This is an optimization exercise on Yosys and OpenROAD, whose aim is small area, a short achievable clock period and few clock cycles, not a production implementation.
The RTL was checked by simulation tests, not by an equivalence proof against the original design.
Power and IR drop assume default switching activity.

## onyx
## exec_unit
module exec_unit (
	input logic clk,
	input logic rst_n,
	input logic in_valid,
	output logic in_ready,
	input exec_pkg::issue_t in,
	output logic out_valid,
	input logic out_ready,
	output exec_pkg::result_t out,
	output logic mem_req_valid,
	output exec_pkg::mem_req_t mem_req,
	input logic mem_req_ready,
	input logic mem_rsp_valid,
	input logic [exec_pkg::xlen-1:0] mem_rdata
);
	logic r_res;             
	logic r_mreq;            
	logic [31:0] r_q;        
	logic [31:0] r_p;        
	logic r_we;              
	logic r_jump;
	logic r_shift;           
	logic r_st;              
	logic r_byte;            
	logic r_half;            
	logic r_uns;             
	logic [1:0] r_off;       
	logic s_res;             
	logic s_lw;              
	logic s_rmw;             
	logic s_wr;              
	logic [31:0] s_q;        
	logic [31:0] s_p;        
	logic s_we;
	logic s_jump;
	logic s_byte;
	logic s_half;
	logic s_uns;
	logic [1:0] s_off;
	logic [31:0] o_rd;
	logic [31:0] o_tgt;
	logic o_we;
	logic o_jump;
	logic is_mem;
	logic is_load;
	logic [31:0] res_rd;
	logic [31:0] res_tgt;
	logic res_we;
	logic res_jump;
	logic res_shift;
	logic [31:0] addr;
	logic a_byte, a_half, a_uns, a_st, a_sw;
	alu u_alu (.op(in.op), .rs1(in.rs1), .rs2(in.rs2), .imm(in.imm.value), .pc(in.pc),
		.is_mem(is_mem), .is_load(is_load), .is_byte(a_byte), .is_half(a_half),
		.is_uns(a_uns), .is_store(a_st), .is_sw(a_sw), .addr(addr),
		.rd_value(res_rd), .rd_we(res_we), .jump(res_jump), .jump_target(res_tgt),
		.is_shift(res_shift));
	logic [31:0] r_shifted;
	shift_tail u_sh (.part(r_q), .info(r_p[6:0]), .y(r_shifted));
	logic [31:0] load_value;
	logic [31:0] merged;
  ...
Settings: LEC_CHECK=0, CAP_MARGIN=20, CORE_MARGIN=2, CORE_UTILIZATION=35, CTS_BUF_LIST=sky130_fd_sc_hd__clkbuf_8, PLACE_DENSITY=0.75, SETUP_SLACK_MARGIN=2.6, SLEW_MARGIN=20; clock period 6.5 ns.
standard.sh (not shown) runs the stock make flow with config.mk's settings and CLKGATE_MAP_FILE= SYNTH_SCRIPT=/design/flow/synth_recipe.tcl, a recipe that flattens the netlist after the stock synthesis.
==> flow/flow/run.sh <==
#!/bin/bash
# Layout: the standard flow (standard.sh, unchanged synthesis and steps),
# except that the port buffers ORFS puts on every input and output are
# sky130_fd_sc_hd__buf_1 cells instead of the clkdlybuf4s50_1 delay cells
# buffer_ports picks on its own. The make output goes to flow_make.log here;
# each tool's own log is under orfs/logs/.
set -euo pipefail
export BUFFER_PORTS_ARGS="-buffer_cell sky130_fd_sc_hd__buf_1"
bash standard.sh > flow_make.log 2>&1
Both conditions hold for onyx: the flow ran to the end and the final layout passed the timing, DRC and antenna checks.
Testbench counts of onyx, summed over its fixed seeds: cycles 3,300.
Inputs modified between onyx and ember:
- CTS_BUF_LIST: sky130_fd_sc_hd__clkbuf_8 -> unset
- PLACE_DENSITY: 0.75 -> unset
- SETUP_SLACK_MARGIN: 2.6 -> 2.5
==> flow/flow/run.sh <==
#!/bin/bash
# Layout: the standard flow (standard.sh, unchanged synthesis and steps),
# except that the port buffers ORFS puts on every input and output are
# sky130_fd_sc_hd__buf_2 cells instead of the clkdlybuf4s50_1 delay cells
# buffer_ports picks on its own. The make output goes to flow_make.log here;
# each tool's own log is under orfs/logs/.
set -euo pipefail
export BUFFER_PORTS_ARGS="-buffer_cell sky130_fd_sc_hd__buf_2"
bash standard.sh > flow_make.log 2>&1
- ember reached the final stage; the timing, DRC and antenna checks on its layout passed.
- ember against onyx: internal power contribution climbed 0.049 mW; final cell count shows a reduction of 55.
- Of onyx and ember, the run reporting the higher CTS buffer count was onyx.
- Power: ember draws more than onyx
- First-pass GRT wire length came out higher on ember than on onyx.
- ember vs onyx — overall fraction of global-route tracks in use rose 0.37 points.
- ember vs onyx: number of buffers added for setup after CTS down in ember
- The worst path buffer plus inverter count in ember was lower than what onyx gave.
- Looking at beginning of the critical path, the in[32] result is from ember; the in[38] one comes from onyx.
The following lists how willow was set up differently from ember:
- setting CTS_BUF_LIST to sky130_fd_sc_hd__clkbuf_8 for the first time
- changing SETUP_SLACK_MARGIN from 2.5 to 2.4
- setting PLACE_DENSITY to 0.75 for the first time
==> flow/flow/run.sh <==
#!/bin/bash
# Layout: the standard flow (standard.sh, unchanged synthesis and steps),
# except that the port buffers ORFS puts on every input and output are
# sky130_fd_sc_hd__buf_1 cells instead of the clkdlybuf4s50_1 delay cells
# buffer_ports picks on its own. The make output goes to flow_make.log here;
# each tool's own log is under orfs/logs/.
set -euo pipefail
export BUFFER_PORTS_ARGS="-buffer_cell sky130_fd_sc_hd__buf_1"
bash standard.sh > flow_make.log 2>&1
[summary]
- Time the final worst path needs with I/O delays and setup, ember and willow: larger value in willow
- The clock buffer count in the final layout number comes out lower for ember vs willow.
- Relative to ember, the post-placement cell area of willow is lower by 1.4%.
- Side by side, part of the cycle the worst path needs turned out higher in willow than in ember.
- Between ember and willow, critical path depth is lower for willow, ember comes in above that.
- Compared with ember, willow degrades worst setup slack.
- The higher final instance area came out of ember.
- Total wire length after detailed routing ended up 3.3% lower on willow than on ember.
[inputs] pepper vs willow
- SETUP_SLACK_MARGIN now 2.5, was 2.4
Findings:
- willow finished every stage and its layout cleared the timing, DRC and antenna checks.
- Per the final summary, pepper finished and its layout is clean on timing, DRC and antenna.
- A timing startpoint of the critical path of in[66] is what willow shows, while in[142] belongs to pepper.
- Compared pepper vs willow, and sum of met2 wire segment lengths after detailed routing is up in pepper.
- Final area: pepper worse than willow
- Setup slack at placement, pepper and willow: larger value in willow
- pepper vs. willow: sequential share of layout area has decreased, share of the clock period used by the worst path after layout shrank by 1.4 points.
Changes in cedar relative to pepper:
- a change of SETUP_SLACK_MARGIN from 2.5 to 2.0
- a deleted CTS_BUF_LIST that had been sky130_fd_sc_hd__clkbuf_8
- a deleted PLACE_DENSITY that had been 0.75
==> flow/flow/run.sh <==
#!/bin/bash
# Layout: the standard flow (standard.sh, unchanged synthesis and steps),
# except that the port buffers ORFS puts on every input and output are
# sky130_fd_sc_hd__buf_2 cells instead of the clkdlybuf4s50_1 delay cells
# buffer_ports picks on its own. The make output goes to flow_make.log here;
# each tool's own log is under orfs/logs/.
set -euo pipefail
export BUFFER_PORTS_ARGS="-buffer_cell sky130_fd_sc_hd__buf_2"
bash standard.sh > flow_make.log 2>&1
Results
- cedar ended with every stage complete and zero timing, DRC or antenna violations.
- Going from pepper to cedar, non-clock buffer count went down 7.1%; count of unresolved DRC violations after routing held; maximum frequency went down about 10%; clock buffer count from CTS went down about 38%.
- Taking pepper as the reference point, the final design area excluding fillers of cedar falls by 1.8%.
- Going from pepper to cedar, share of the clock period used by the worst path grows by 6.9 points.
- Of pepper and cedar, the run reporting the higher routed wire length was pepper.
- Looking at launching element of the worst setup path, the in[142] result is from pepper; the in[32] one comes from cedar.
--- input diff cedar..garnet ---
- putting CTS_BUF_LIST at sky130_fd_sc_hd__clkbuf_8 where nothing was set
- swapping 2.0 for 2.5 in SETUP_SLACK_MARGIN
==> flow/flow/run.sh <==
#!/bin/bash
# Layout: the standard flow (standard.sh, unchanged synthesis and steps),
# except that the port buffers ORFS puts on every input and output are
# sky130_fd_sc_hd__buf_1 cells instead of the clkdlybuf4s50_1 delay cells
# buffer_ports picks on its own. The make output goes to flow_make.log here;
# each tool's own log is under orfs/logs/.
set -euo pipefail
export BUFFER_PORTS_ARGS="-buffer_cell sky130_fd_sc_hd__buf_1"
bash standard.sh > flow_make.log 2>&1
==> summary.txt <==
garnet | stages: all done | timing, DRC, antenna: all pass
garnet has fraction of met2 tracks used by global routing above what cedar had.
The first-iteration DRC count in garnet is 1.10 times that in cedar.
Higher fraction of area in clock buffers and inverters among garnet and cedar: cedar
Comparing garnet and cedar, the higher total power divided by cell area is on cedar.

## separate check: timing with driven ports
The results above use ideal ports. As a check the final layouts listed here were re-extracted and re-timed, cells and wires unchanged. Step 1, drivers: a clkbuf_16 drives clk and a buf_2 each remaining input, both assumed. Step 2 adds t to the input delays and takes it off the output delays; t is the mean of the earliest and latest rising clock arrival at the registers after step 1. Input paths then give back, and output paths get back, about the clock's delay inside the block. Three values: no drivers, after step 1, after step 2; two values: the first two.
run | t, ns | setup WS [ns] | worst data-port slew with drivers (ns) | pins driven straight from the clock port
onyx | 0.665 | 2.488 / 2.353 / 1.688 | 0.21 | 1
ember | 0.617 | 2.511 / 2.347 / 1.730 | 0.35 | 1
willow | 0.635 | 2.406 / 2.430 / 1.806 | 0.16 | 1
pepper | 0.673 | 2.497 / 2.475 / 1.802 | 0.17 | 1
cedar | 0.611 | 2.047 / 2.019 / 1.420 | 0.10 | 1
garnet | 0.658 | 2.459 / 2.444 / 1.786 | 0.17 | 1
After both steps setup and hold are still met in every run listed. For onyx, which loses most, drivers alone change the setup slack by -0.135 ns; drivers and shift together by -0.800 ns.
